This is an optimization exercise on Yosys and OpenROAD, whose aim is small area, not a production implementation.
RTL that was checked went through simulation tests only; none was proved equivalent to the original.
For runs 1 and 2, only the layout was checked, not whether the RTL still works.
Power is estimated from default activity; no workload was simulated.

File: design/flow/constraint.sdc
create_clock -name core_clock -period 7.0 [get_ports {clk}]
set_input_delay 1.4000 -clock core_clock [delete_from_list [all_inputs] [get_ports {clk}]]
set_output_delay 1.4000 -clock core_clock [all_outputs]
set_load 0.01 [all_outputs]
File: design/flow/config.mk
export PLATFORM = sky130hd
export DESIGN_NAME = register_file_mp
export DESIGN_NICKNAME = register_file_mp
export VERILOG_FILES = /design/flow/design.v
export SDC_FILE = /design/flow/constraint.sdc
export NUM_CORES = 8
export LEC_CHECK = 0
export CAP_MARGIN = 20
export CELL_PAD_IN_SITES_DETAIL_PLACEMENT = 1
export CORE_MARGIN = 2
export CORE_UTILIZATION = 40
export PLACE_DENSITY = 0.5
export SLEW_MARGIN = 20
export SYNTH_HIERARCHICAL = 1
File: design/flow/flow/run.sh
#!/bin/bash
# Own flow: the standard layout (standard.sh, unchanged synthesis) with two changes:
#  - plain buf_2 cells as the port buffers, instead of the delay cells buffer_ports picks;
#  - a clock tree of a few large clusters driven by clkbuf_16, without dummy loads.
set -euo pipefail
export BUFFER_PORTS_ARGS="-buffer_cell sky130_fd_sc_hd__buf_2"
export CTS_ARGS="-sink_clustering_enable -repair_clock_nets -dont_use_dummy_load -sink_clustering_size 25 -sink_clustering_max_diameter 80 -buf_list sky130_fd_sc_hd__clkbuf_16"
bash standard.sh > standard.log 2>&1
File: design/flow/standard.sh
#!/bin/bash
# synth_recipe.tcl (not shown) runs the flow's synth.tcl, then flattens the netlist and writes it again
# the make line also repeats each setting of config.mk as NAME=value (left out here)
make -C /OpenROAD-flow-scripts/flow DESIGN_CONFIG=/design/flow/config.mk WORK_HOME=/design/flow/orfs CLKGATE_MAP_FILE= SYNTH_SCRIPT=/design/flow/synth_recipe.tcl "${@:-finish}"
File: design/flow/design.v
package register_file_mp_pkg;
  localparam int RF_DATA_W   = 32;
  localparam int RF_ADDR_W   = 5;
  localparam int RF_N_WR     = 2;
  localparam int RF_N_RD     = 2;
  localparam int RF_ZERO_REG = 1;
  localparam int RF_BYPASS   = 1;
  localparam int RF_DEPTH    = 2 ** RF_ADDR_W;
endpackage
module rf_aoi222 (
  input  logic a0, b0, a1, b1, a2, b2,
  output logic y
);
  assign y = ~((a0 & b0) | (a1 & b1) | (a2 & b2));
endmodule
module rf_aoi22 (
  input  logic a0, b0, a1, b1,
  output logic y
);
  assign y = ~((a0 & b0) | (a1 & b1));
endmodule
module rf_ao22 (
  input  logic a0, b0, a1, b1,
  output logic y
);
  assign y = (a0 & b0) | (a1 & b1);
endmodule
module rf_inv (
  input  logic a,
  output logic y
);
  assign y = ~a;
endmodule
module rf_nor2 (
  input  logic a, b,
  output logic y
);
  assign y = ~(a | b);
endmodule
module rf_nor3 (
  input  logic a, b, c,
  output logic y
);
  assign y = ~(a | b | c);
endmodule
module rf_nand11 (
  input  logic [10:0] a,
  output logic        y
);
  logic [2:0] u;
  rf_nand4 u_u0 (.a(a[0]), .b(a[1]), .c(a[2]),  .d(a[3]), .y(u[0]));
  rf_nand4 u_u1 (.a(a[4]), .b(a[5]), .c(a[6]),  .d(a[7]), .y(u[1]));
  rf_nand3 u_u2 (.a(a[8]), .b(a[9]), .c(a[10]),           .y(u[2]));
  rf_or3   u_o  (.a(u[0]), .b(u[1]), .c(u[2]), .y(y));
endmodule
module rf_nand4 (
  input  logic a, b, c, d,
  output logic y
);
  assign y = ~(a & b & c & d);
endmodule
module rf_nand3 (
  input  logic a, b, c,
  output logic y
);
  assign y = ~(a & b & c);
endmodule
module rf_or3 (
  input  logic a, b, c,
  output logic y
);
  assign y = a | b | c;
endmodule
module rf_mux32 (
  input  logic [31:0] sel,
  input  logic [31:0] src,
  output logic        y
);
  logic [10:0] t;
  for (genvar k = 0; k < 10; k++) begin : g_t
    rf_aoi222 u_t (.a0(sel[3*k]), .b0(src[3*k]), .a1(sel[3*k+1]), .b1(src[3*k+1]),
                   .a2(sel[3*k+2]), .b2(src[3*k+2]), .y(t[k]));
  end
  rf_aoi22 u_t10 (.a0(sel[30]), .b0(src[30]), .a1(sel[31]), .b1(src[31]), .y(t[10]));
  rf_nand11 u_or (.a(t), .y(y));
endmodule
module rf_mux31 (
  input  logic [30:0] sel,
  input  logic [30:0] src,
  output logic        y
);
  logic [10:0] t;
  for (genvar k = 0; k < 10; k++) begin : g_t
    rf_aoi222 u_t (.a0(sel[3*k]), .b0(src[3*k]), .a1(sel[3*k+1]), .b1(src[3*k+1]),
                   .a2(sel[3*k+2]), .b2(src[3*k+2]), .y(t[k]));
  end
  rf_nand2 u_t10 (.a(sel[30]), .b(src[30]), .y(t[10]));
  rf_nand11 u_or (.a(t), .y(y));
endmodule
module rf_nand2 (
  input  logic a, b,
  output logic y
);
  assign y = ~(a & b);
endmodule
module rf_mux33x (
  input  logic [32:0] sel,
  input  logic [32:0] src,
  input  logic        inv,
  output logic        y
);
  logic [10:0] t;
  logic [2:0]  u;
  for (genvar k = 0; k < 11; k++) begin : g_t
    rf_aoi222 u_t (.a0(sel[3*k]), .b0(src[3*k]), .a1(sel[3*k+1]), .b1(src[3*k+1]),
                   .a2(sel[3*k+2]), .b2(src[3*k+2]), .y(t[k]));
  end
  rf_nand4 u_u0 (.a(t[0]), .b(t[1]), .c(t[2]),  .d(t[3]), .y(u[0]));
  rf_nand4 u_u1 (.a(t[4]), .b(t[5]), .c(t[6]),  .d(t[7]), .y(u[1]));
  rf_nand3 u_u2 (.a(t[8]), .b(t[9]), .c(t[10]),           .y(u[2]));
  logic v;
  rf_or3   u_o  (.a(u[0]), .b(u[1]), .c(u[2]), .y(v));
  rf_xor2  u_x  (.a(v), .b(inv), .y(y));
endmodule
module rf_xor2 (
  input  logic a, b,
  output logic y
);
  assign y = a ^ b;
endmodule
module rf_dec (
  input  logic       en,
  input  logic [4:0] idx,
  output logic [31:1] y
);
  logic [3:0] lo_n;
  logic [7:0] hi_n;
  always_comb begin
    for (int j = 0; j < 4; j++) lo_n[j] = ~(idx[1:0] == 2'(j));
    for (int k = 0; k < 8; k++) hi_n[k] = ~(en & (idx[4:2] == 3'(k)));
  end
  for (genvar i = 1; i < 32; i++) begin : g_row
    rf_nor2 u_d (.a(lo_n[i % 4]), .b(hi_n[i / 4]), .y(y[i]));
  end
endmodule
module register_file_mp #(
  parameter int DATA_W   = register_file_mp_pkg::RF_DATA_W,
  parameter int ADDR_W   = register_file_mp_pkg::RF_ADDR_W,
  parameter int N_WR     = register_file_mp_pkg::RF_N_WR,
  parameter int N_RD     = register_file_mp_pkg::RF_N_RD,
  parameter int ZERO_REG = register_file_mp_pkg::RF_ZERO_REG,
  parameter int BYPASS   = register_file_mp_pkg::RF_BYPASS
) (
  input  logic                   clk,
  input  logic                   clr,
  input  logic [N_WR-1:0]        wr_en,
  input  logic [N_WR*ADDR_W-1:0] wr_index,
  input  logic [N_WR*DATA_W-1:0] wr_data,
  input  logic [N_RD*ADDR_W-1:0] rd_index,
  output logic [N_RD*DATA_W-1:0] rd_data,
  output logic [N_RD-1:0]        rd_busy,
  input  logic                   rsv_en,
  input  logic [ADDR_W-1:0]      rsv_index,
  output logic                   rsv_ok,
  output logic                   wr_conflict
);
  localparam int NROW = 31;              
  logic [4:0]        wi0, wi1, rsi;
  logic [31:0]       d0, d1, x0, x1;
  logic              phase;
  logic              act0, act1, act1x, conflict;
  logic [NROW:1]     w0, w1, hold, rdec;
  logic [31:0]       mem [1:NROW];
  logic [NROW:1]     pending;
  assign wi0      = wr_index[4:0];
  assign wi1      = wr_index[9:5];
  assign rsi      = rsv_index;
  assign d0       = wr_data[31:0];
  assign d1       = wr_data[63:32];
  assign act0     = wr_en[0] & ~clr & (wi0 != 5'd0);
  assign act1     = wr_en[1] & ~clr & (wi1 != 5'd0);
  assign conflict = act0 & act1 & (wi0 == wi1);
  assign act1x    = act1 & ~conflict;    
  always_ff @(posedge clk) phase <= clr | ~phase;
  for (genvar b = 0; b < 32; b++) begin : g_x
    rf_xor2 u_x0 (.a(d0[b]), .b(phase), .y(x0[b]));
    rf_xor2 u_x1 (.a(d1[b]), .b(phase), .y(x1[b]));
  end
  rf_dec u_dw0 (.en(act0),  .idx(wi0), .y(w0));
  rf_dec u_dw1 (.en(act1x), .idx(wi1), .y(w1));
  rf_dec u_dr  (.en(1'b1),  .idx(rsi), .y(rdec));
  for (genvar i = 1; i <= NROW; i++) begin : g_row
    logic [31:0] nxt;
    rf_nor3 u_hold (.a(clr), .b(w0[i]), .c(w1[i]), .y(hold[i]));
    for (genvar b = 0; b < 32; b++) begin : g_bit
      rf_aoi222 u_sel (.a0(w0[i]), .b0(x0[b]), .a1(w1[i]), .b1(x1[b]), .a2(hold[i]), .b2(mem[i][b]),
                       .y(nxt[b]));
    end
    always_ff @(posedge clk) mem[i] <= nxt;
  end
  always_ff @(posedge clk) wr_conflict <= conflict;
  logic pend_rsv, wr_rsv, rsv_set;
  rf_mux31 u_prsv (.sel(rdec), .src(pending), .y(pend_rsv));
  assign wr_rsv  = (act0 & (wi0 == rsi)) | (act1 & (wi1 == rsi));
  assign rsv_ok  = rsv_en & (~pend_rsv | wr_rsv);
  assign rsv_set = rsv_ok & ~clr & (rsi != 5'd0);
  for (genvar i = 1; i <= NROW; i++) begin : g_pend
    logic pnxt;
    rf_ao22 u_p (.a0(rsv_set), .b0(rdec[i]), .a1(pending[i]), .b1(hold[i]), .y(pnxt));
    always_ff @(posedge clk) pending[i] <= pnxt;
  end
  for (genvar r = 0; r < N_RD; r++) begin : g_rd
    logic [4:0]    ri;
    logic          byp0, byp1, byp;
    logic [NROW:1] sel;
    assign ri   = rd_index[r*5 +: 5];
    assign byp0 = act0  & (wi0 == ri);
    assign byp1 = act1x & (wi1 == ri);
    assign byp  = byp0 | byp1;
    rf_dec u_drd (.en(~byp), .idx(ri), .y(sel));
    logic phx;                           
    assign phx = phase & (ri != 5'd0);
    for (genvar b = 0; b < 32; b++) begin : g_bit
      logic [NROW:1] src;
      for (genvar i = 1; i <= NROW; i++) begin : g_src
        assign src[i] = mem[i][b];
      end
      rf_mux33x u_m (.sel({byp1, byp0, sel}), .src({x1[b], x0[b], src}), .inv(phx),
                     .y(rd_data[r*32 + b]));
    end
    logic keep;
    assign keep = byp & rsv_set & (rsi == ri) & pend_rsv;
    rf_mux32 u_b (.sel({1'b1, sel}), .src({keep, pending}), .y(rd_busy[r]));
  end
endmodule
==> notes.md, run 1 <==
* Outcome: failed layout checks
* SO Faults: negative setup slack
* CP Class: in -> out
* Clk buf depth at 3
* Worst Slack Setup Final at -0.0601 ns
* Post-layout minimum cycle time at 7.06 ns
* Ports at 162
* Via count at 51897
* Max Cap Viol at 0
* Syn. warnings at 10
* DRC at 0
* FP Rows at 120
* Placed Area at 50100 sq um
* Maximum clock rate at 142 MHz
* Vias in the first global route at 50663
* Cts hold-fix bufs at 0
* Leak pwr at 0.0173 uW
* Critical Path Sink Type: primary output
* Tot GR Track Use at 0.471
* Placer congestion estimate at 0.977
* First-pass DRT Iterations at 16
* Setup Viol. Count Final at 1
* Final hold slack at 0.492 ns
* Netlist Area Pre-Place at 43000 sq um
* Worst path required time at 5.60 ns
* Crit start category: input pin
* Place WS at 0.00549 ns
* Initial antenna violation count at 8
* Sequential area share after synthesis at 0.477
* Gr ovfl total at 0
* Die width at 332 um
* Layout Nets at 4180
* First-pass GRT wire length at 382000 um
* Num CTS Buffers at 56
* RSZ-0062 raised after global routing: true
* Relative slew slack at 0.110
* Initial DRC Count at 17718
* Final WL at 277000 um
* Starting Density at 0.403
* Max Clock Skew at 0.0535 ns
* Netlist cell types at 38
* Drt wl/cell at 50.4 um
* Register bit total from synthesis at 1025
* Final instance area at 51900 sq um
* Filler cell count at 10978
* H-tree depth at 2
* Sink Count at 1025
* Largest net degree at the start of global routing at 34
* CORE AREA at 107000 sq um
* CTS root buffer: clkbuf_16
* Highest ir drop seen on vdd at 0.199 mV
* Die area at 110000 sq um
* Clock latency on the worst-skew pair at 0.72 ns
* Die H at 332 um
* Via/cell ratio at 9.45
* I/O Buffers at 161
* Register area at 20500 sq um
* CTS tree: yes
* Crit share post-route at 1.01
* Synthesized area per cell at 12.2 sq um
* Sum Neg Setup Slack at -0.0601 ns
* CP Max Fanout at 11
* Worst-Margin Slew at 1.33 ns
* Most frequent cells in the layout: 1726 x a222oi_1, 1024 x dfxtp_1, 290 x buf_4, 160 x buf_2, 141 x nand4_1
* Area growth, synth to finish at 20.8%
* Most common cell after layout, fill and taps aside: a222oi_1
* Routed Antenna Nets at 0
* Final hold vios at 0
* Fin. max-slew vios at 0
* Clock transition at the registers of the reported paths at 0.06 ns
* Worst path arrival time at 5.66 ns
* Share of cells above drive strength 1 at 0.198
* Hold Path Class: reg -> reg
* Syn Inst Count at 3533
* Post-detail-place hpwl at 168000 um
* PD cells at 250 nW/um^2
* Area of the multi-input gates at 24200 sq um
[metrics by stage]
| stage | util | power (uW) | cells |
|---|---|---|---|
| final | 0.487 | 13000 | 5490 |
| after global routing | 0.487 | 13200 | 5488 |
| after CTS | 0.482 | 12800 | 5468 |
| after detailed placement | 0.469 | 9400 | 5412 |
| after global placement | 0.464 | 9260 | 5389 |
| after floorplan | - | 7990 | 3542 |
[metal layers]
metal	GRT usage	vias up	wire (um)
li1	-	19299	-
met1	0.587	25711	92900
met2	0.675	5620	112000
met3	0.157	1257	46700
met4	0.353	10	25400
met5	0.00347	-	69
[sequential cells by signal (all words and copies together) (netlist names)]
name	cells
pending	31
phase	1
wr_conflict	1
mem	992
[Yosys stat by module, one instance, submodules excluded, excerpt]
module	cell area [sq um]	flip-flops and latches	times used	cells
rf_or3	6.26	0	67	1
rf_nand2	3.75	0	1	1
rf_aoi222	10.0	0	1726	1
rf_xor2	8.76	0	128	1
rf_aoi22	12.5	0	2	1
register_file_mp	21300	1025	1	1131
rf_nand3	5.00	0	67	1
[what timing repair did]
action,4_1_cts,5_1_grt
cloned,0,3
setup endpoints to repair,2,39
setup buffers,0,2
gates resized for setup,0,18
pin swaps,3,39
[Yosys cell counts]
master | n | area share
a222oi_1 | 1726 | 0.40
dfxtp_1 | 1025 | 0.48
nor2_1 | 157 | 0.014
xor2_1 | 148 | 0.030
nand4_1 | 141 | 0.021
nand3_1 | 73 | 0.0085
or3_1 | 67 | 0.0098
a22o_1 | 31 | 0.0063
nor3_2 | 31 | 0.0072
xnor2_1 | 25 | 0.0051
nand4b_1 | 16 | 0.0033
nand4bb_1 | 15 | 0.0039
nand2b_1 | 12 | 0.0017
clkbuf_1 | 9 | 0.00079
nand2_1 | 9 | 0.00079
nor3_1 | 7 | 0.00081
or2_2 | 5 | 0.00073
or4b_1 | 5 | 0.0012
a21oi_1 | 2 | 0.00023
a22oi_2 | 2 | 0.00058
and4_1 | 2 | 0.00041
buf_1 | 2 | 0.00017
buf_2 | 2 | 0.00023
inv_1 | 2 | 0.00017
nor2_2 | 2 | 0.00029
nor4_1 | 2 | 0.00029
nor4_4 | 2 | 0.00099
o21a_1 | 2 | 0.00035
or4_1 | 2 | 0.00035
and2_1 | 1 | 0.00015
and4b_1 | 1 | 0.00023
buf_6 | 1 | 0.00026
clkbuf_2 | 1 | 0.00012
conb_1 | 1 | 0.000087
nor2b_1 | 1 | 0.00015
o21ai_4 | 1 | 0.00038
o31ai_4 | 1 | 0.00049
or4_4 | 1 | 0.00026
[where the power goes]
part           switching (uW)  internal (uW)  leakage [uW]  total [uW]
logic                    1850            881       0.00798        2730
clock network            2100           1420      0.000690        3510
registers                 412           6320       0.00860        6740
[final cells by class]
cell class | count | share of cell area
multi-input combinational | 2503 | 0.466
sequential | 1025 | 0.395
timing repair buffer | 498 | 0.0778
tap | 1403 | 0.0338
clock buffer | 56 | 0.0270
inverter | 2 | 0.000145
antenna | 3 | 0.000145
[cell families after synthesis]
group           Yosys count  synth area share
compound gates         1765             0.410
flops                  1025             0.477
simple gates            552            0.0752
xor+xnor                173            0.0353
buf+inv                  17           0.00175
other cells               1         0.0000872
[path summary, 6_finish.rpt]
path                                  start           to  slack [ns]  depth (start not counted)
worst max-delay path            wr_index[0]   rd_data[2]       -0.06                         14
worst min-delay path             mem[26][4]   mem[26][4]        0.49                          1
worst max register to register        phase  mem[10][12]        3.91                          4
worst min register to register   mem[26][4]   mem[26][4]        0.49                          1
[worst max-delay path, cell delays in order]
cell      delay (ns)
buf_2           0.16
or4_4           0.51
o21ai_4         0.23
o31ai_4         0.15
nor4_4          0.38
nor2_4          0.13
or4b_1          0.41
nor2_4          0.17
buf_4           0.29
a222oi_1        0.44
nand4_1         0.42
or3_1           0.60
xor2_1          0.18
buf_2           0.15
==> run 2: changes to the inputs <==
--- a/design/flow/design.v
+++ b/design/flow/design.v
@@ -118,9 +118,15 @@
   rf_nand4 u_u0 (.a(t[0]), .b(t[1]), .c(t[2]),  .d(t[3]), .y(u[0]));
   rf_nand4 u_u1 (.a(t[4]), .b(t[5]), .c(t[6]),  .d(t[7]), .y(u[1]));
   rf_nand3 u_u2 (.a(t[8]), .b(t[9]), .c(t[10]),           .y(u[2]));
-  logic v;
-  rf_or3   u_o  (.a(u[0]), .b(u[1]), .c(u[2]), .y(v));
-  rf_xor2  u_x  (.a(v), .b(inv), .y(y));
+  logic vn;
+  rf_nor3  u_o  (.a(u[0]), .b(u[1]), .c(u[2]), .y(vn));
+  rf_xnor2 u_x  (.a(vn), .b(inv), .y(y));
+endmodule
+module rf_xnor2 (
+  input  logic a, b,
+  output logic y
+);
+  assign y = ~(a ^ b);
 endmodule
 module rf_xor2 (
   input  logic a, b,
@@ -133,14 +139,16 @@
   input  logic [4:0] idx,
   output logic [31:1] y
 );
-  logic [3:0] lo_n;
-  logic [7:0] hi_n;
+  logic [3:0] lo;
+  logic [7:0] hi;
   always_comb begin
-    for (int j = 0; j < 4; j++) lo_n[j] = ~(idx[1:0] == 2'(j));
-    for (int k = 0; k < 8; k++) hi_n[k] = ~(en & (idx[4:2] == 3'(k)));
+    for (int j = 0; j < 4; j++) lo[j] = (idx[1:0] == 2'(j));
+    for (int k = 0; k < 8; k++) hi[k] = en & (idx[4:2] == 3'(k));
   end
   for (genvar i = 1; i < 32; i++) begin : g_row
-    rf_nor2 u_d (.a(lo_n[i % 4]), .b(hi_n[i / 4]), .y(y[i]));
+    logic yn;
+    rf_nand2 u_d (.a(lo[i % 4]), .b(hi[i / 4]), .y(yn));
+    rf_inv   u_i (.a(yn), .y(y[i]));
   end
 endmodule
 module register_file_mp #(
@@ -183,15 +191,20 @@
   assign act1x    = act1 & ~conflict;    
   always_ff @(posedge clk) phase <= clr | ~phase;
   for (genvar b = 0; b < 32; b++) begin : g_x
-    rf_xor2 u_x0 (.a(d0[b]), .b(phase), .y(x0[b]));
-    rf_xor2 u_x1 (.a(d1[b]), .b(phase), .y(x1[b]));
+    logic x0n, x1n;                      
+    rf_xnor2 u_x0 (.a(d0[b]), .b(phase), .y(x0n));
+    rf_xnor2 u_x1 (.a(d1[b]), .b(phase), .y(x1n));
+    rf_inv   u_i0 (.a(x0n), .y(x0[b]));
+    rf_inv   u_i1 (.a(x1n), .y(x1[b]));
   end
   rf_dec u_dw0 (.en(act0),  .idx(wi0), .y(w0));
   rf_dec u_dw1 (.en(act1x), .idx(wi1), .y(w1));
   rf_dec u_dr  (.en(1'b1),  .idx(rsi), .y(rdec));
   for (genvar i = 1; i <= NROW; i++) begin : g_row
     logic [31:0] nxt;
-    rf_nor3 u_hold (.a(clr), .b(w0[i]), .c(w1[i]), .y(hold[i]));
+    logic busy_n;
+    rf_or3 u_busy (.a(clr), .b(w0[i]), .c(w1[i]), .y(busy_n));
+    rf_inv u_hold (.a(busy_n), .y(hold[i]));
     for (genvar b = 0; b < 32; b++) begin : g_bit
       rf_aoi222 u_sel (.a0(w0[i]), .b0(x0[b]), .a1(w1[i]), .b1(x1[b]), .a2(hold[i]), .b2(mem[i][b]),
                        .y(nxt[b]));
@@ -211,15 +224,18 @@
   end
   for (genvar r = 0; r < N_RD; r++) begin : g_rd
     logic [4:0]    ri;
-    logic          byp0, byp1, byp;
+    logic          hit0, hit1, rnz, byp0, byp1, byp;
     logic [NROW:1] sel;
     assign ri   = rd_index[r*5 +: 5];
-    assign byp0 = act0  & (wi0 == ri);
-    assign byp1 = act1x & (wi1 == ri);
+    assign hit0 = wr_en[0] & ~clr & (wi0 == ri);
+    assign hit1 = wr_en[1] & ~clr & (wi1 == ri);
+    assign rnz  = (ri != 5'd0);
+    assign byp0 = hit0 & rnz;
+    assign byp1 = hit1 & ~hit0 & rnz;
     assign byp  = byp0 | byp1;
-    rf_dec u_drd (.en(~byp), .idx(ri), .y(sel));
+    rf_dec u_drd (.en(~(hit0 | hit1)), .idx(ri), .y(sel));
     logic phx;                           
-    assign phx = phase & (ri != 5'd0);
+    assign phx = phase & rnz;
     for (genvar b = 0; b < 32; b++) begin : g_bit
       logic [NROW:1] src;
       for (genvar i = 1; i <= NROW; i++) begin : g_src
==> design/flow/flow/run.sh (replaced) <==
#!/bin/bash
# Own flow: the standard layout (standard.sh, unchanged synthesis) with three changes:
#  - plain buf_2 cells as the port buffers, instead of the delay cells buffer_ports picks;
#  - before global placement, the inverters driving the long row and column lines are sized
#    for their fanout (flow/presize.tcl), so the lines need no buffer trees;
#  - a clock tree of a few large clusters driven by clkbuf_16, without dummy loads.
set -euo pipefail
HERE=$(cd "$(dirname "$0")" && pwd)
export BUFFER_PORTS_ARGS="-buffer_cell sky130_fd_sc_hd__buf_2"
export PRE_GLOBAL_PLACE_TCL="$HERE/presize.tcl"
export CTS_ARGS="-sink_clustering_enable -repair_clock_nets -dont_use_dummy_load -sink_clustering_size 25 -sink_clustering_max_diameter 80 -buf_list sky130_fd_sc_hd__clkbuf_16"
bash standard.sh > standard.log 2>&1
==> design/flow/flow/presize.tcl (new file) <==
# Before global placement: size the inverters that drive the long row and column lines of
# the register file for their fanout, so the lines need no buffer trees.
set blk [ord::get_db_block]
set db [ord::get_db]
proc pick_inv {n} {
  if {$n <= 8} { return "" }
  if {$n <= 14} { return sky130_fd_sc_hd__inv_2 }
  if {$n <= 24} { return sky130_fd_sc_hd__inv_4 }
  return sky130_fd_sc_hd__inv_6
}
set cnt 0
foreach net [$blk getNets] {
  set drv ""
  set nl 0
  foreach it [$net getITerms] {
    if {[$it isOutputSignal]} { set drv $it } elseif {[$it isInputSignal]} { incr nl }
  }
  if {$drv eq ""} continue
  set inst [$drv getInst]
  set m [[$inst getMaster] getName]
  if {![regexp {__(clk)?inv_[0-9]+$} $m]} continue
  set new [pick_inv $nl]
  if {$new eq "" || $new eq $m} continue
  set nm [$db findMaster $new]
  if {$nm eq "NULL"} continue
  $inst swapMaster $nm
  incr cnt
}
puts "presize: resized $cnt line drivers"
--- a/design/flow/config.mk
+++ b/design/flow/config.mk
@@ -10,5 +10,6 @@
 export CORE_MARGIN = 2
 export CORE_UTILIZATION = 40
 export PLACE_DENSITY = 0.5
+export SETUP_SLACK_MARGIN = 0.1
 export SLEW_MARGIN = 20
 export SYNTH_HIERARCHICAL = 1
==> run 2 against run 1 <==
The run now finishes clean. Synthesized cell count increased by 7.2%. Combinational power about the same. Sequential power about the same. Setup slack improved by 0.32 ns. Non-clock buffer count decreased by 310. Via count decreased by 0.44%. Sequential cell count unchanged. Critical endpoint is now rd_data[26]. Largest cell class unchanged. Largest power group unchanged. Highest routed layer unchanged.
==> notes.md, run 2 <==
* Layout Nets at 4121
* Ports at 162
* Max Clock Skew at 0.101 ns
* CORE AREA at 109000 sq um
* CTS tree: yes
* Post-detail-place hpwl at 158000 um
* Die area at 113000 sq um
* Crit share post-route at 0.963
* Tot GR Track Use at 0.471
* FP Rows at 121
* Number of synthesized flops with an enable pin at 0
* Syn Inst Count at 3787
* Worst Slack Setup Final at 0.262 ns
* Final instance area at 49500 sq um
* Vias in the first global route at 49535
* Internal at 8540 uW
* Post-synthesis compound-gate area fraction at 0.400
* Simple-Gate Fraction of Synth Area at 0.0779
* CTS root buffer: clkbuf_16
* Die width at 336 um
* Clock transition at the registers of the reported paths at 0.09 ns
* Post-layout minimum cycle time at 6.74 ns
* Cts hold-fix bufs at 0
* Sequential Power Share at 0.518
* Maximum clock rate at 148 MHz
* Crit start category: input pin
* Fraction of synthesized cell area in xor and xnor cells at 0.0343
* Net Sw Frac at 0.344
* Register bit total from synthesis at 1025
* Routed Antenna Nets at 0
* PD cells at 263 nW/um^2
* Netlist Area Pre-Place at 44100 sq um
* Hold Path Class: reg -> reg
* Outcome: finished clean
* Via/cell ratio at 9.39
* I/O Buffers at 161
* Top flop regs: mem x992, pending x31
* Post-synthesis mux area share at 0
* Num CTS Buffers at 56
* Most frequent cells in the layout: 1726 x a222oi_1, 1024 x dfxtp_1, 219 x inv_6, 161 x buf_2, 157 x nand2_1
* Place WS at 0.500 ns
* Placer congestion estimate at 0.967
* Final hold vios at 0
* Sequential area share after synthesis at 0.465
* Setup Viol. Count Final at 0
* Synth top area cells: dfxtp_1 46%, a222oi_1 39%, xnor2_1 2.9%
* First-pass DRT Iterations at 15
* Synth Area in Adders at 0
* RSZ-0062 raised after global routing: false
* Dominant synthesized flop cell: dfxtp_1
* Worst path arrival time at 5.34 ns
* Syn. warnings at 10
* Async SR Flop Fraction at 0
* Sum Neg Setup Slack at 0 ns
* Clk buf depth at 3
* Clock power share at 0.270
* Largest family of logic cells by synthesized area: compound AO/OA/AOI/OAI gates
* First-pass GRT wire length at 384000 um
* Initial antenna violation count at 9
* Via count at 51667
* Util after Layout at 0.454
* Critical Path Sink Type: primary output
* H-tree depth at 2
* Area growth, synth to finish at 12.2%
* Largest net degree at the start of global routing at 36
* Synthesized area per cell at 11.7 sq um
* Netlist cell types at 37
* Leak pwr at 0.0166 uW
* Resize count post-CTS at 0
* Placed Area at 48100 sq um
* Share of cells above drive strength 1 at 0.145
* DRC at 0
* Highest ir drop seen on vdd at 0.216 mV
* Worst-Margin Slew at 1.22 ns
* Clock latency on the worst-skew pair at 0.75 ns
* Worst path required time at 5.60 ns
* Fin. max-slew vios at 0
* Relative slew slack at 0.183
* CP Max Fanout at 33
* Initial DRC Count at 17876
* Gate power share at 0.212
* Most common cell after layout, fill and taps aside: a222oi_1
* Synth top area share at 0.465
* CP Class: in -> out
* Die H at 336 um
* Most numerous cell in the Yosys netlist: a222oi_1
* Largest reg by FF count: mem
* Sink Count at 1025
* Max Cap Viol at 0
* Top cells by count, synth: 1726 x a222oi_1, 1025 x dfxtp_1, 251 x inv_1
* Gr ovfl total at 0
* Area leader, netlist: dfxtp_1
* Final WL at 282000 um
* Max reg flops at 992
* Post-CTS Setup Bufs at 0
* Drt wl/cell at 51.3 um
* NetSw at 4470 uW
* Starting Density at 0.404
[run 2: routing by layer]
metal	part of all wire	global-route usage
met2	0.40	0.665
met4	0.077	0.316
met3	0.17	0.187
met5	0.000096	0.00298
met1	0.35	0.588
[run 2: critical path, stage by stage]
cell      delay [ns]
buf_2           0.38
nor2b_1         0.38
nand3_1         0.25
and2_1          0.35
and4bb_2        0.32
nand2_1         0.15
inv_6           0.20
a222oi_1        0.66
nand4_1         0.56
nor3_2          0.35
xnor2_1         0.15
buf_2           0.15
[run 2: power by group through the flow]
stage               combinational, uW  sequential, uW  clock [uW]
floorplan                        1360            6720           0
global placement                 2520            6790           0
detailed placement               2590            6840           0
CTS                              2590            6710        3500
global route                     2760            6780        3710
finish                           2760            6740        3510
[run 2: modules after synthesis (local to each module, per instance), excerpt]
module	cells inside	area, sq um	copies in the design
register_file_mp	1135	21300	1
rf_xnor2	1	8.76	128
rf_aoi22	1	12.5	2
rf_nand3	1	5.00	67
rf_ao22	1	8.76	31
rf_nand4	1	6.26	134
rf_dec	12	119	5
[run 2: area by class of cell]
class	instances	area [sq um]
diodes	4	10.0
clock buffers	56	1400
fillers	11490	59600
inverters	252	2040
multi-input cells	2504	22700
flip-flops and latches	1025	20500
well taps	1476	1850
repair buffers	188	1010
[run 2: worst paths after layout]
check         startpoint           to  slack (ns)  cells past startpoint
max                  clr  rd_data[26]        0.26                     12
min reg2reg   mem[26][3]   mem[26][3]        0.49                      1
min           mem[26][3]   mem[26][3]        0.49                      1
max reg2reg  pending[16]   pending[1]        4.29                      8
[run 2: cell families after synthesis]
family	after synthesis
XOR/XNOR	173
other	1
flip-flops	1025
buffers and inverters	267
AND/OR/NAND/NOR	554
AO/OA/AOI/OAI	1767
[run 2: metrics by stage]
step | hold slack (ns) | cells | total power, uW
floorplan | 0.456 | 3796 | 8080
global placement | 0.462 | 5444 | 9300
detailed placement | 0.477 | 5444 | 9430
CTS | 0.486 | 5500 | 12800
global route | 0.494 | 5501 | 13300
finish | 0.491 | 5505 | 13000
==> run 3: changes to the inputs <==
--- a/design/flow/design.v
+++ b/design/flow/design.v
@@ -71,9 +71,10 @@
 );
   assign y = a | b | c;
 endmodule
-module rf_mux32 (
-  input  logic [31:0] sel,
-  input  logic [31:0] src,
+module rf_mux31o (
+  input  logic [30:0] sel,
+  input  logic [30:0] src,
+  input  logic        extra,
   output logic        y
 );
   logic [10:0] t;
@@ -81,8 +82,14 @@
     rf_aoi222 u_t (.a0(sel[3*k]), .b0(src[3*k]), .a1(sel[3*k+1]), .b1(src[3*k+1]),
                    .a2(sel[3*k+2]), .b2(src[3*k+2]), .y(t[k]));
   end
-  rf_aoi22 u_t10 (.a0(sel[30]), .b0(src[30]), .a1(sel[31]), .b1(src[31]), .y(t[10]));
+  rf_aoi21 u_t10 (.a0(sel[30]), .b0(src[30]), .c(extra), .y(t[10]));
   rf_nand11 u_or (.a(t), .y(y));
+endmodule
+module rf_aoi21 (
+  input  logic a0, b0, c,
+  output logic y
+);
+  assign y = ~((a0 & b0) | c);
 endmodule
 module rf_mux31 (
   input  logic [30:0] sel,
@@ -145,6 +152,25 @@
     for (int j = 0; j < 4; j++) lo[j] = (idx[1:0] == 2'(j));
     for (int k = 0; k < 8; k++) hi[k] = en & (idx[4:2] == 3'(k));
   end
+  rf_dec_rows u_rows (.lo(lo), .hi(hi), .y(y));
+endmodule
+module rf_dec1 (
+  input  logic [4:0] idx,
+  output logic [31:1] y
+);
+  logic [3:0] lo;
+  logic [7:0] hi;
+  always_comb begin
+    for (int j = 0; j < 4; j++) lo[j] = (idx[1:0] == 2'(j));
+    for (int k = 0; k < 8; k++) hi[k] = (idx[4:2] == 3'(k));
+  end
+  rf_dec_rows u_rows (.lo(lo), .hi(hi), .y(y));
+endmodule
+module rf_dec_rows (
+  input  logic [3:0]  lo,
+  input  logic [7:0]  hi,
+  output logic [31:1] y
+);
   for (genvar i = 1; i < 32; i++) begin : g_row
     logic yn;
     rf_nand2 u_d (.a(lo[i % 4]), .b(hi[i / 4]), .y(yn));
@@ -199,7 +225,7 @@
   end
   rf_dec u_dw0 (.en(act0),  .idx(wi0), .y(w0));
   rf_dec u_dw1 (.en(act1x), .idx(wi1), .y(w1));
-  rf_dec u_dr  (.en(1'b1),  .idx(rsi), .y(rdec));
+  rf_dec1 u_dr (.idx(rsi), .y(rdec));
   for (genvar i = 1; i <= NROW; i++) begin : g_row
     logic [31:0] nxt;
     logic busy_n;
@@ -246,6 +272,6 @@
     end
     logic keep;
     assign keep = byp & rsv_set & (rsi == ri) & pend_rsv;
-    rf_mux32 u_b (.sel({1'b1, sel}), .src({keep, pending}), .y(rd_busy[r]));
-  end
-endmodule
+    rf_mux31o u_b (.sel(sel), .src(pending), .extra(keep), .y(rd_busy[r]));
+  end
+endmodule
==> design/flow/flow/presize.tcl (replaced) <==
# Before global placement: size the inverters that drive the long row and column lines of
# the register file for their fanout, so the lines need no buffer trees. The read-select
# lines are on the input-to-output paths and get the larger size. Then take the gates that
# synthesis sized up for its default output load, and which drive only a gate or a few
# nearby ones here, back to their smallest size.
set blk [ord::get_db_block]
set db [ord::get_db]
set cnt 0
foreach net [$blk getNets] {
  set drv ""
  set nl 0
  foreach it [$net getITerms] {
    if {[$it isOutputSignal]} { set drv $it } elseif {[$it isInputSignal]} { incr nl }
  }
  if {$drv eq "" || $nl <= 8} continue
  set inst [$drv getInst]
  set m [[$inst getMaster] getName]
  if {![regexp {__(clk)?inv_[0-9]+$} $m]} continue
  set src ""
  foreach it [$inst getITerms] {
    if {[$it isInputSignal] && [$it getNet] ne "NULL"} { set src [[$it getNet] getName] }
  }
  if {[string match "*u_drd*" $src]} {
    set new [expr {$nl > 24 ? "sky130_fd_sc_hd__inv_6" : "sky130_fd_sc_hd__inv_4"}]
  } else {
    set new [expr {$nl > 14 ? "sky130_fd_sc_hd__inv_4" : "sky130_fd_sc_hd__inv_2"}]
  }
  if {$new eq $m} continue
  $inst swapMaster [$db findMaster $new]
  incr cnt
}
puts "presize: resized $cnt line drivers"

array set small {
  sky130_fd_sc_hd__nor3_2   sky130_fd_sc_hd__nor3_1
  sky130_fd_sc_hd__and4b_2  sky130_fd_sc_hd__and4b_1
  sky130_fd_sc_hd__and4bb_2 sky130_fd_sc_hd__and4bb_1
  sky130_fd_sc_hd__and4_2   sky130_fd_sc_hd__and4_1
  sky130_fd_sc_hd__nor4b_2  sky130_fd_sc_hd__nor4b_1
  sky130_fd_sc_hd__a22oi_2  sky130_fd_sc_hd__a22oi_1
}
set cnt 0
foreach inst [$blk getInsts] {
  set m [[$inst getMaster] getName]
  if {![info exists small($m)]} continue
  set nl 0
  foreach it [$inst getITerms] {
    if {[$it isOutputSignal] && [$it getNet] ne "NULL"} {
      foreach it2 [[$it getNet] getITerms] { if {[$it2 isInputSignal]} { incr nl } }
    }
  }
  if {$nl > 8} continue
  $inst swapMaster [$db findMaster $small($m)]
  incr cnt
}
puts "presize: downsized $cnt gates"
==> run 3 against run 2 <==
Global-route usage about the same. Core utilization decreased by 0.81 points. Die area about the same. Clock power increased by 1%. Critical path type unchanged. Highest routed layer unchanged.
==> notes.md, run 3 <==
* Maximum clock rate at 148 MHz
* Max Cap Viol at 0
* Share of cells above drive strength 1 at 0.118
* Largest reg by FF count: mem
* Resize count post-CTS at 0
* Layout Nets at 4103
* WL met1 at 98700 um
* Final WL at 281000 um
* Syn. warnings at 11
* Gate power share at 0.197
* First-pass GRT wire length at 381000 um
* R2R depth at 8
* Vias in the first global route at 48626
* Sequential area share after synthesis at 0.465
* Top routing layer in use: met5
* DRC at 0
* Max reg flops at 992
* Area leader, netlist: dfxtp_1
* Worst path required time at 5.60 ns
* Max Clock Skew at 0.0770 ns
* Final instance area at 48600 sq um
* Register bit total from synthesis at 1025
* Critical path's largest stage delay at 0.80 ns
* Worst-Margin Slew at 1.23 ns
* Synthesized area per cell at 11.6 sq um
* Post-detail-place hpwl at 143000 um
* Netlist Area Pre-Place at 44100 sq um
* Clock latency on the worst-skew pair at 0.75 ns
* Area growth, synth to finish at 10.3%
* Synth top area cells: dfxtp_1 47%, a222oi_1 39%, xnor2_1 2.9%
* Outcome: finished clean
* Die width at 336 um
* Register area at 20500 sq um
* Post-layout minimum cycle time at 6.75 ns
* Top cells by count, synth: 1726 x a222oi_1, 1025 x dfxtp_1, 251 x inv_1
* Hold wc startpoint: mem[5][4]
* Clock transition at the registers of the reported paths at 0.07 ns
* Die H at 336 um
* Critical-path top delay cell: nand4_1
* Worst path arrival time at 5.35 ns
* CTS tree: yes
* Top flop regs: mem x992, pending x31
* Hold EP: mem[5][4]
* Area of the multi-input gates at 22200 sq um
* CP most frequent cell: buf_2
* Drt wl/cell at 51.3 um
* Hold Path Class: reg -> reg
* Syn Inst Count at 3786
* Relative slew slack at 0.175
* Most numerous cell in the Yosys netlist: a222oi_1
* Crit share post-route at 0.964
* Cts hold-fix bufs at 0
* CP Max Fanout at 20
* Crit-path cells: buf_2 -> xor2_1 -> nor4_1 -> nand3_1 -> and2_1 -> and4bb_1 -> nand2_1 -> inv_6 -> buf_4 -> a222oi_1 -> nand4_1 -> nor3_1 -> xnor2_1 -> buf_2
* Placer congestion estimate at 0.967
* Setup Viol. Count Final at 0
* Routed Antenna Nets at 0
* Async SR Flop Fraction at 0
* Clk buf depth at 3
* Worst R2R Start: pending[22]
* Post-CTS Setup Bufs at 0
* Dominant synthesized flop cell: dfxtp_1
* Synth top area share at 0.465
* Critical Path Sink Type: primary output
* Sum Neg Setup Slack at 0 ns
* Fin. max-slew vios at 0
* Most common cell after layout, fill and taps aside: a222oi_1
* First-pass DRT Iterations at 17
* Netlist cell types at 38
* Via count at 51652
* Starting Density at 0.404
* Die area at 113000 sq um
* Detailed route wirelength on metal2 at 111000 um
* Most frequent cells in the layout: 1726 x a222oi_1, 1024 x dfxtp_1, 161 x buf_2, 157 x nand2_1, 157 x inv_4
* Sequential Power Share at 0.525
* FF-to-FF setup slack at 4.34 ns
* Num CTS Buffers at 57
* Tot GR Track Use at 0.471
* RSZ-0062 raised after global routing: false
* Filler cell count at 11714
* Crit start category: input pin
* H-tree depth at 2
* FP Rows at 121
* I/O Buffers at 161
* Final hold vios at 0
* Largest net degree at the start of global routing at 47
* Gr ovfl total at 0
* CTS root buffer: clkbuf_16
* Initial antenna violation count at 2
* WL met3 at 47000 um
* Initial DRC Count at 17140
* CP Class: in -> out
* Number of synthesized flops with an enable pin at 0
* Net Sw Frac at 0.335
* Leak pwr at 0.0165 uW
* Sink Count at 1025
* Placed Area at 47200 sq um
* CORE AREA at 109000 sq um
* Clock power share at 0.278
* PD cells at 264 nW/um^2
* Ports at 162
* Worst Hold Depth at 1
* Internal at 8520 uW
* Highest ir drop seen on vdd at 0.191 mV
* NetSw at 4300 uW
* Via/cell ratio at 9.42
* Worst r2r dst: pending[22]
## run 3: cell count changes after synthesis, sizes merged
cell | previous run | this run
and3b | 0 | 3
and4b | 15 | 12
conb | 1 | 0
a21oi | 1 | 3
and4bb | 15 | 12
a22oi | 2 | 0
and3 | 0 | 1
and4 | 5 | 4
nor4b | 5 | 4
nor3 | 65 | 66
nor3b | 2 | 5
## run 3: worst max path at each step
stage,from,to,slack [ns],depth (start not counted)
2_1_floorplan,phase,rd_data[0],0.85,2
3_3_place_gp,wr_index[3],rd_data[49],0.64,13
3_5_place_dp,wr_index[3],rd_data[59],0.62,13
4_1_cts,wr_index[3],rd_data[59],0.61,13
5_1_grt,wr_index[4],rd_data[17],0.11,13
6_report,wr_index[4],rd_data[1],0.25,14
## run 3: layout make-up
cell class	instances	area share
inverter	252	0.0339
timing repair buffer	179	0.0194
tap	1476	0.0380
sequential	1025	0.422
multi-input combinational	2494	0.457
clock buffer	57	0.0293
antenna	3	0.000154
## run 3: cells by family after synthesis
logic type	count (synthesis)	synth area share
AOI/OAI and AO/OA	1767	0.400
xor gates and xnor gates	173	0.0344
buffers and inverters	267	0.0233
DFF	1025	0.465
and+or+nand+nor	554	0.0773
## run 3: modules after synthesis (local to each module, per instance), a selection
module / flip-flops and latches / area, sq um / cells
rf_dec1: 0 / 87.6 / 12
register_file_mp: 1025 / 21300 / 1134
rf_nand3: 0 / 5.00 / 1
rf_nor3: 0 / 10.0 / 1
rf_nand4: 0 / 6.26 / 1
rf_or3: 0 / 6.26 / 1
## run 3: worst max-delay path, delay by kind of cell
kind                      cells  cell delay [ns]
and+or+nand+nor               7             2.61
AOI/OAI and AO/OA             1             0.26
xor gates and xnor gates      2             0.35
buffers and inverters         4             0.72
## run 3: per-layer routing
layer	vias up	global-route usage
li1	19178	-
met3	1257	0.186
met4	9	0.341
met1	26005	0.586
met5	-	0.0111
met2	5203	0.656
## run 3: per-stage QoR
stage	cells	utilization	power, uW	worst slack [ns]	hold WS, ns
2_1_floorplan	3786	-	8090	0.855	0.456
3_3_place_gp	5426	0.432	9180	0.645	0.464
3_5_place_dp	5426	0.432	9220	0.619	0.475
4_1_cts	5483	0.445	12600	0.613	0.489
5_1_grt	5483	0.445	13100	0.110	0.503
6_report	5486	0.445	12800	0.253	0.490
## run 3: power groups by stage
stage | Sequential, uW | Combinational (uW) | Clock (uW)
global route | 6790 | 2550 | 3740
global placement | 6820 | 2360 | 0
detailed placement | 6840 | 2380 | 0
floorplan | 6730 | 1360 | 0
CTS | 6710 | 2380 | 3550
finish | 6740 | 2520 | 3560
==> run 4: changes to the inputs <==
==> design/flow/flow/run.sh (replaced) <==
#!/bin/bash
# Own flow: the standard layout (standard.sh, unchanged synthesis) with three changes:
#  - port buffers placed in flow/presize.tcl: buf_1, or larger on inputs with many loads;
#  - before global placement, the inverters driving the long row and column lines are sized
#    for their fanout (flow/presize.tcl), so the lines need no buffer trees;
#  - a clock tree of a few large clusters driven by clkbuf_16, without dummy loads.
set -euo pipefail
HERE=$(cd "$(dirname "$0")" && pwd)
export DONT_BUFFER_PORTS=1
export PRE_GLOBAL_PLACE_TCL="$HERE/presize.tcl"
export POST_GLOBAL_PLACE_TCL="$HERE/postplace.tcl"
export CTS_ARGS="-sink_clustering_enable -repair_clock_nets -dont_use_dummy_load -sink_clustering_size 25 -sink_clustering_max_diameter 80 -buf_list sky130_fd_sc_hd__clkbuf_16"
bash standard.sh > standard.log 2>&1
==> design/flow/flow/postplace.tcl (new file) <==
# After global placement: let the later repair steps size the port buffers again.
foreach inst [[ord::get_db_block] getInsts] {
  if {[$inst isDoNotTouch]} { $inst setDoNotTouch 0 }
}
--- a/design/flow/flow/presize.tcl
+++ b/design/flow/flow/presize.tcl
@@ -54,3 +54,28 @@
   incr cnt
 }
 puts "presize: downsized $cnt gates"
+
+# Port buffers (the standard buffer_ports is turned off in run.sh): buf_1 on every port,
+# sized up to buf_2 or buf_4 on the inputs that fan out to many gates.
+buffer_ports -inputs -buffer_cell sky130_fd_sc_hd__buf_1
+buffer_ports -outputs -buffer_cell sky130_fd_sc_hd__buf_1
+set cnt 0
+foreach inst [$blk getInsts] {
+  if {[[$inst getMaster] getName] ne "sky130_fd_sc_hd__buf_1"} continue
+  set nl 0
+  foreach it [$inst getITerms] {
+    if {[$it isOutputSignal] && [$it getNet] ne "NULL"} {
+      foreach it2 [[$it getNet] getITerms] { if {[$it2 isInputSignal]} { incr nl } }
+    }
+  }
+  if {$nl <= 3} continue
+  $inst swapMaster [$db findMaster [expr {$nl > 8 ? "sky130_fd_sc_hd__buf_4" : "sky130_fd_sc_hd__buf_2"}]]
+  incr cnt
+}
+# keep global placement's remove_buffers off the port buffers; postplace.tcl lifts this
+foreach inst [$blk getInsts] {
+  if {[string match "input*" [$inst getName]] || [string match "output*" [$inst getName]]} {
+    $inst setDoNotTouch 1
+  }
+}
+puts "presize: sized $cnt port buffers"
==> run 4 against run 3 <==
Sequential cell count unchanged. Largest power group unchanged. Synthesized area stayed put. Still clean. Count of clock-buffer cells in the layout fell by 1. Sequential power hardly changed. Final area down 0.33%. Clock power fell by 1%. Non-clock buffer count is 2 lower.
==> notes.md, run 4 <==
* Fraction of synthesized cell area in xor and xnor cells at 0.0344
* Post-detail-place hpwl at 143000 um
* Netlist cell types at 38
* CTS root buffer: clkbuf_16
* Die area at 113000 sq um
* Critical Path Sink Type: primary output
* Max Cap Viol at 0
* Post-synthesis compound-gate area fraction at 0.400
* Outcome: finished clean
* Syn Inst Count at 3786
* Via/cell ratio at 9.30
* Worst path arrival time at 5.32 ns
* Post-CTS Setup Bufs at 0
* Most numerous cell in the Yosys netlist: a222oi_1
* Overall power at 12700 uW
* Clock latency on the worst-skew pair at 0.75 ns
* Worst-Margin Slew at 1.25 ns
* Final WL at 277000 um
* Met2 Track Usage GR at 0.656
* Top cells by count, synth: 1726 x a222oi_1, 1025 x dfxtp_1, 251 x inv_1
* Number of synthesized flops with an enable pin at 0
* Largest family of logic cells by synthesized area: compound AO/OA/AOI/OAI gates
* Syn. warnings at 11
* I/O Buffers at 161
* Ports at 162
* Synth top area cells: dfxtp_1 47%, a222oi_1 39%, xnor2_1 2.9%
* DP Cell Count at 5424
* M1 GR Usage at 0.585
* Sum Neg Setup Slack at 0 ns
* GR met3 Demand/Resource at 0.164
* Cts hold-fix bufs at 0
* Worst path required time at 5.60 ns
* CTS tree: yes
* Max reg flops at 992
* Drt wl/cell at 50.5 um
* Gr busiest metal: met2
* Setup Viol. Count Final at 0
* Final hold vios at 0
* FP Rows at 121
* Highest ir drop seen on vdd at 0.185 mV
* Simple-Gate Fraction of Synth Area at 0.0773
* Worst Slack Setup Final at 0.283 ns
* Largest net degree at the start of global routing at 44
* Place WS at 0.572 ns
* Dominant synthesized flop cell: dfxtp_1
* Share of cells above drive strength 1 at 0.0839
* Top flop regs: mem x992, pending x31
* Max Clock Skew at 0.0565 ns
* Crit share post-route at 0.960
* DRC at 0
* PD cells at 263 nW/um^2
* RSZ-0062 raised after global routing: false
* Synth Area in Adders at 0
* Post-synthesis mux area share at 0
* Tot GR Track Use at 0.464
* Initial DRC Count at 17606
* Sequential area share after synthesis at 0.465
* Initial antenna violation count at 6
* First-pass DRT Iterations at 17
* Vias in the first global route at 47885
* Non-Filler Instances at 5482
* Num CTS Buffers at 56
* Most frequent cells in the layout: 1726 x a222oi_1, 1024 x dfxtp_1, 157 x nand2_1, 157 x inv_4, 148 x xnor2_1
* Leak pwr at 0.0162 uW
* Die width at 336 um
* H-tree depth at 2
* CP Class: in -> out
* CORE AREA at 109000 sq um
* Async SR Flop Fraction at 0
* Relative slew slack at 0.164
* Die H at 336 um
* Gr ovfl total at 0
* Synth top area share at 0.465
* Via count at 50986
* Most common cell after layout, fill and taps aside: a222oi_1
* CP Max Fanout at 33
* Resize count post-CTS at 0
* Starting Density at 0.404
* Clock transition at the registers of the reported paths at 0.10 ns
* Area leader, netlist: dfxtp_1
* Maximum clock rate at 149 MHz
* First-pass GRT wire length at 376000 um
* Synthesized area per cell at 11.6 sq um
* Hold Path Class: reg -> reg
* Fin. max-slew vios at 0
* Netlist Area Pre-Place at 44100 sq um
* Area growth, synth to finish at 9.90%
* Largest reg by FF count: mem
* Clk buf depth at 3
* Routed Antenna Nets at 0
* Register bit total from synthesis at 1025
* Layout Nets at 4100
* Sink Count at 1025
* Crit start category: input pin
* Post-layout minimum cycle time at 6.72 ns
run 4: report_power, final:
group | total (uW) | internal, uW | switching, uW
Combinational | 2480 | 725 | 1750
Sequential | 6740 | 6320 | 414
Clock | 3520 | 1420 | 2100
Total | 12700 | 8470 | 4270
run 4: final timing paths:
| path | start | to | slack [ns] | cells past startpoint |
|---|---|---|---|---|
| max | wr_index[1] | rd_data[2] | 0.28 | 13 |
| min | mem[5][27] | mem[5][27] | 0.49 | 1 |
| max reg2reg | pending[19] | pending[1] | 3.96 | 8 |
| min reg2reg | mem[5][27] | mem[5][27] | 0.49 | 1 |
run 4: logic make-up after synthesis:
kind of cell / Yosys count
buffers and inverters: 267
XOR/XNOR: 173
AND/OR/NAND/NOR: 554
flip-flops: 1025
AO/OA/AOI/OAI: 1767
run 4: worst max-delay path: stages:
cell,delay (ns)
buf_2,0.17
xor2_1,0.18
nor4_1,0.33
nand3_1,0.27
and2_1,0.30
and4bb_1,0.28
nand2_1,0.15
inv_6,0.15
a222oi_1,0.65
nand4_1,0.34
nor3_1,0.67
xnor2_1,0.21
buf_1,0.17
run 4: layer usage:
| layer | wire length [um] | vias to the layer above |
|---|---|---|
| li1 | - | 19173 |
| met1 | 98200 | 25643 |
| met2 | 110000 | 4982 |
| met3 | 44500 | 1182 |
| met4 | 23400 | 6 |
| met5 | 110 | - |
run 4: final cells by class:
cell class	count	area, sq um
diodes	2	5.00
clock buffers	56	1400
fillers	11655	60700
inverters	252	1650
multi-input cells	2494	22200
flip-flops and latches	1025	20500
well taps	1476	1850
repair buffers	177	810
run 4: metrics by stage:
| stage | hold WS [ns] | area (sq um) | util |
|---|---|---|---|
| after floorplan | 0.456 | 44100 | - |
| after global placement | 0.465 | 47000 | 0.431 |
| after detailed placement | 0.475 | 47100 | 0.431 |
| after CTS | 0.488 | 48500 | 0.444 |
| after global routing | 0.504 | 48500 | 0.444 |
| final | 0.491 | 48500 | 0.444 |
run 4: modules after synthesis, one instance, submodules excluded, excerpt:
module / cell area [sq um] / cells inside / copies in the design / flops+latches
rf_inv: 3.75 / 1 / 250 / 0
rf_nand4: 6.26 / 1 / 134 / 0
rf_aoi222: 10.0 / 1 / 1726 / 0
rf_or3: 6.26 / 1 / 34 / 0
rf_ao22: 8.76 / 1 / 31 / 0
rf_dec1: 87.6 / 12 / 1 / 0
rf_nor3: 10.0 / 1 / 64 / 0
rf_nand3: 5.00 / 1 / 67 / 0
rf_xnor2: 8.76 / 1 / 128 / 0
rf_aoi21: 8.76 / 1 / 2 / 0
rf_dec: 119 / 12 / 4 / 0
rf_nand2: 3.75 / 1 / 156 / 0
register_file_mp: 21300 / 1134 / 1 / 1025
==> run 5: changes to the inputs <==
--- a/design/flow/flow/presize.tcl
+++ b/design/flow/flow/presize.tcl
@@ -1,6 +1,6 @@
 # Before global placement: size the inverters that drive the long row and column lines of
-# the register file for their fanout, so the lines need no buffer trees. The read-select
-# lines are on the input-to-output paths and get the larger size. Then take the gates that
+# the register file for their fanout, so the lines need no buffer trees (inv_4; inv_2
+# for the shorter ones off the read paths). Then take the gates that
 # synthesis sized up for its default output load, and which drive only a gate or a few
 # nearby ones here, back to their smallest size.
 set blk [ord::get_db_block]
@@ -21,7 +21,7 @@
     if {[$it isInputSignal] && [$it getNet] ne "NULL"} { set src [[$it getNet] getName] }
   }
   if {[string match "*u_drd*" $src]} {
-    set new [expr {$nl > 24 ? "sky130_fd_sc_hd__inv_6" : "sky130_fd_sc_hd__inv_4"}]
+    set new sky130_fd_sc_hd__inv_4
   } else {
     set new [expr {$nl > 14 ? "sky130_fd_sc_hd__inv_4" : "sky130_fd_sc_hd__inv_2"}]
   }
==> run 5 against run 4 <==
Clock skew grew 0.016 ns. Register-to-register slack lost 0.26 ns. Fmax decreased by 0.73%. Largest cell class unchanged. Clock power decreased by 1%. Wire length decreased by 0.24%. Non-clock buffer count grew 3. Power is 0.40% lower. Final cell count about the same. Die area stayed put. Critical path depth increased by 1.
==> notes.md, run 5 <==
* Outcome: finished clean
* Simple-Gate Fraction of Synth Area at 0.0773
* Post-layout minimum cycle time at 6.77 ns
* Crit share post-route at 0.967
* Synth Area in Adders at 0
* Layout Nets at 4101
* Most numerous cell in the Yosys netlist: a222oi_1
* R2R depth at 8
* Largest family of logic cells by synthesized area: compound AO/OA/AOI/OAI gates
* Die H at 336 um
* Clock transition at the registers of the reported paths at 0.09 ns
* Num CTS Buffers at 54
* Worst R2R Start: pending[22]
* Post-CTS Setup Bufs at 0
* H-tree depth at 2
* PD cells at 263 nW/um^2
* Syn Inst Count at 3786
* Maximum clock rate at 148 MHz
* Async SR Flop Fraction at 0
* Initial antenna violation count at 7
* Max Clock Skew at 0.0727 ns
* Filler cell count at 11766
* Post-synthesis mux area share at 0
* Crit-path cells: buf_2 -> xor2_1 -> nor4_1 -> nand3_1 -> and2_1 -> and4bb_1 -> nand2_1 -> inv_4 -> buf_4 -> a222oi_1 -> nand4_1 -> nor3_1 -> xnor2_1 -> buf_1
* Final hold slack at 0.489 ns
* Most frequent cells in the layout: 1726 x a222oi_1, 1024 x dfxtp_1, 219 x inv_4, 157 x nand2_1, 148 x xnor2_1
* Post-detail-place hpwl at 144000 um
* Resize count post-CTS at 0
* Drt wl/cell at 50.3 um
* Worst path arrival time at 5.37 ns
* Max reg flops at 992
* Sequential area share after synthesis at 0.465
* Fraction of synthesized cell area in xor and xnor cells at 0.0344
* Worst Hold Depth at 1
* Leak pwr at 0.0162 uW
* Sink Count at 1025
* Clk buf depth at 3
* First-pass GRT wire length at 375000 um
* Die width at 336 um
* Highest ir drop seen on vdd at 0.215 mV
* Via/cell ratio at 9.30
* Crit start category: input pin
* CTS root buffer: clkbuf_16
* Synthesized area per cell at 11.6 sq um
* Critical Path Start: wr_index[1]
* DRC at 0
* Worst path required time at 5.60 ns
* Netlist Area Pre-Place at 44100 sq um
* Initial DRC Count at 16724
* Area of the multi-input gates at 22200 sq um
* I/O Buffers at 161
* Dominant synthesized flop cell: dfxtp_1
* Gr ovfl total at 0
* Tot GR Track Use at 0.463
* Area leader, netlist: dfxtp_1
* Hold wc startpoint: mem[10][4]
* Number of synthesized flops with an enable pin at 0
* Max Cap Viol at 0
* Top cells by count, synth: 1726 x a222oi_1, 1025 x dfxtp_1, 251 x inv_1
* Buf/Inv on CP at 4
* Largest net degree at the start of global routing at 45
* Critical path's largest stage delay at 0.69 ns
* Worst-Margin Slew at 1.22 ns
* FP Rows at 121
* Top flop regs: mem x992, pending x31
* Most common cell after layout, fill and taps aside: a222oi_1
* Register area at 20500 sq um
* First-pass DRT Iterations at 22
* Final hold vios at 0
* Setup Viol. Count Final at 0
* Sum Neg Setup Slack at 0 ns
* CP Class: in -> out
* Non-Filler Instances at 5487
* Ports at 162
* Critical-path top delay cell: nor3_1
* Hold Path Class: reg -> reg
* RSZ-0062 raised after global routing: false
* Largest reg by FF count: mem
* Starting Density at 0.404
* DP Cell Count at 5427
* Area growth, synth to finish at 9.50%
* Syn. warnings at 11
* Largest delay share family, worst path: simple AND/OR/NAND/NOR gates
* Cts hold-fix bufs at 0
* CORE AREA at 109000 sq um
* Netlist cell types at 38
* Fin. max-slew vios at 0
* Overall power at 12700 uW
* Vias in the first global route at 47523
* Worst r2r dst: pending[1]
* CTS tree: yes
* CP Max Fanout at 26
* Via count at 51045
* Post-synthesis compound-gate area fraction at 0.400
* Synth top area cells: dfxtp_1 47%, a222oi_1 39%, xnor2_1 2.9%
* Hold EP: mem[10][4]
* FF-to-FF setup slack at 3.70 ns
* Share of cells above drive strength 1 at 0.0846
* Routed Antenna Nets at 0
* Synth top area share at 0.465
* Critical Path Sink Type: primary output
* Die area at 113000 sq um
* Final WL at 276000 um
* Register bit total from synthesis at 1025
* Relative slew slack at 0.187
* Clock latency on the worst-skew pair at 0.78 ns
[run 5: per-module statistics from Yosys (local to each module, per instance), a selection]
module	cell area, sq um	times used	flip-flops and latches
rf_inv	3.75	250	0
rf_nand4	6.26	134	0
rf_or3	6.26	34	0
rf_nor3	10.0	64	0
register_file_mp	21300	1	1025
rf_nand2	3.75	156	0
rf_aoi21	8.76	2	0
rf_dec1	87.6	1	0
rf_aoi222	10.0	1726	0
rf_xnor2	8.76	128	0
rf_nand3	5.00	67	0
rf_ao22	8.76	31	0
rf_dec	119	4	0
[run 5: worst max path at each step]
stage / slack [ns] / depth (start not counted) / endpoint
after floorplan: 0.85 / 2 / rd_data[0]
after global placement: 0.50 / 14 / rd_data[12]
after detailed placement: 0.43 / 14 / rd_data[12]
after CTS: 0.43 / 14 / rd_data[12]
after global routing: 0.16 / 13 / rd_data[11]
final: 0.23 / 14 / rd_data[12]
[run 5: kinds of logic (layout without fill, tap and decap cells)]
group,Yosys count,in the layout
AOI/OAI and AO/OA,1767,1767
xor gates and xnor gates,173,173
buffers and inverters,267,486
DFF,1025,1025
other,0,6
and+or+nand+nor,554,554
[run 5: cell type report]
type / instances / area share
antenna: 6 / 0.000311
multi-input combinational: 2494 / 0.461
timing repair buffer: 180 / 0.0170
clock buffer: 54 / 0.0280
inverter: 252 / 0.0309
tap: 1476 / 0.0382
sequential: 1025 / 0.425
[run 5: worst register-to-register path: stages (launching register included)]
cell      delay, ns
dfxtp_1        0.36
a222oi_1       0.49
nand4_1        0.45
or3_1          0.50
inv_1          0.12
a41oi_2        0.08
a21oi_2        0.62
buf_4          0.40
a22o_1         0.21
[run 5: per-layer routing]
| layer | GRT usage | share of wire |
|---|---|---|
| met1 | 0.588 | 0.36 |
| met2 | 0.646 | 0.40 |
| met3 | 0.169 | 0.16 |
| met4 | 0.327 | 0.084 |
| met5 | 0.000426 | 0.000083 |
[run 5: power by group]
group	internal, uW	switching (uW)	total [uW]
clock	1370	2110	3480
combinational	724	1750	2470
sequential	6320	412	6740
total	8420	4270	12700
[run 5: per-stage QoR]
| stage | worst slack (ns) | area [sq um] | util |
|---|---|---|---|
| after floorplan | 0.855 | 44100 | - |
| after detailed placement | 0.432 | 46900 | 0.430 |
| after CTS | 0.429 | 48300 | 0.442 |
| after global routing | 0.156 | 48300 | 0.442 |
| after global placement | 0.504 | 46900 | 0.430 |
| final | 0.234 | 48300 | 0.442 |

==> what the ideal ports hide <==
In the flow no input, the clock included, has a driving cell. The finished layouts below were timed again as built, in two steps.
Step 1 assumes that a clkbuf_16 drives the clock port and a buf_2 every other input.
Step 2, shift: input delay + t, output delay - t, t = (earliest + latest rising clock arrival at the registers) / 2. This alone moves slack from input paths to output paths.
Slacks: ideal / step 1 / step 2; pairs: ideal / step 1.
run | t (ns) | slack for setup (ns) | worst slew at a driven data input, ns | cell pins on the clock port's net
run 1 | 0.777 | -0.060 / -0.086 / -0.086 | 0.05 | 1
run 2 | 0.780 | 0.262 / 0.243 / 0.243 | 0.05 | 1
run 3 | 0.782 | 0.253 / 0.233 / 0.233 | 0.05 | 1
run 4 | 0.777 | 0.283 / 0.259 / 0.259 | 0.05 | 1
run 5 | 0.806 | 0.234 / 0.211 / 0.211 | 0.05 | 1
The setup slack of run 1, which loses most, moves by -0.026 ns with the drivers and by -0.026 ns with both steps.
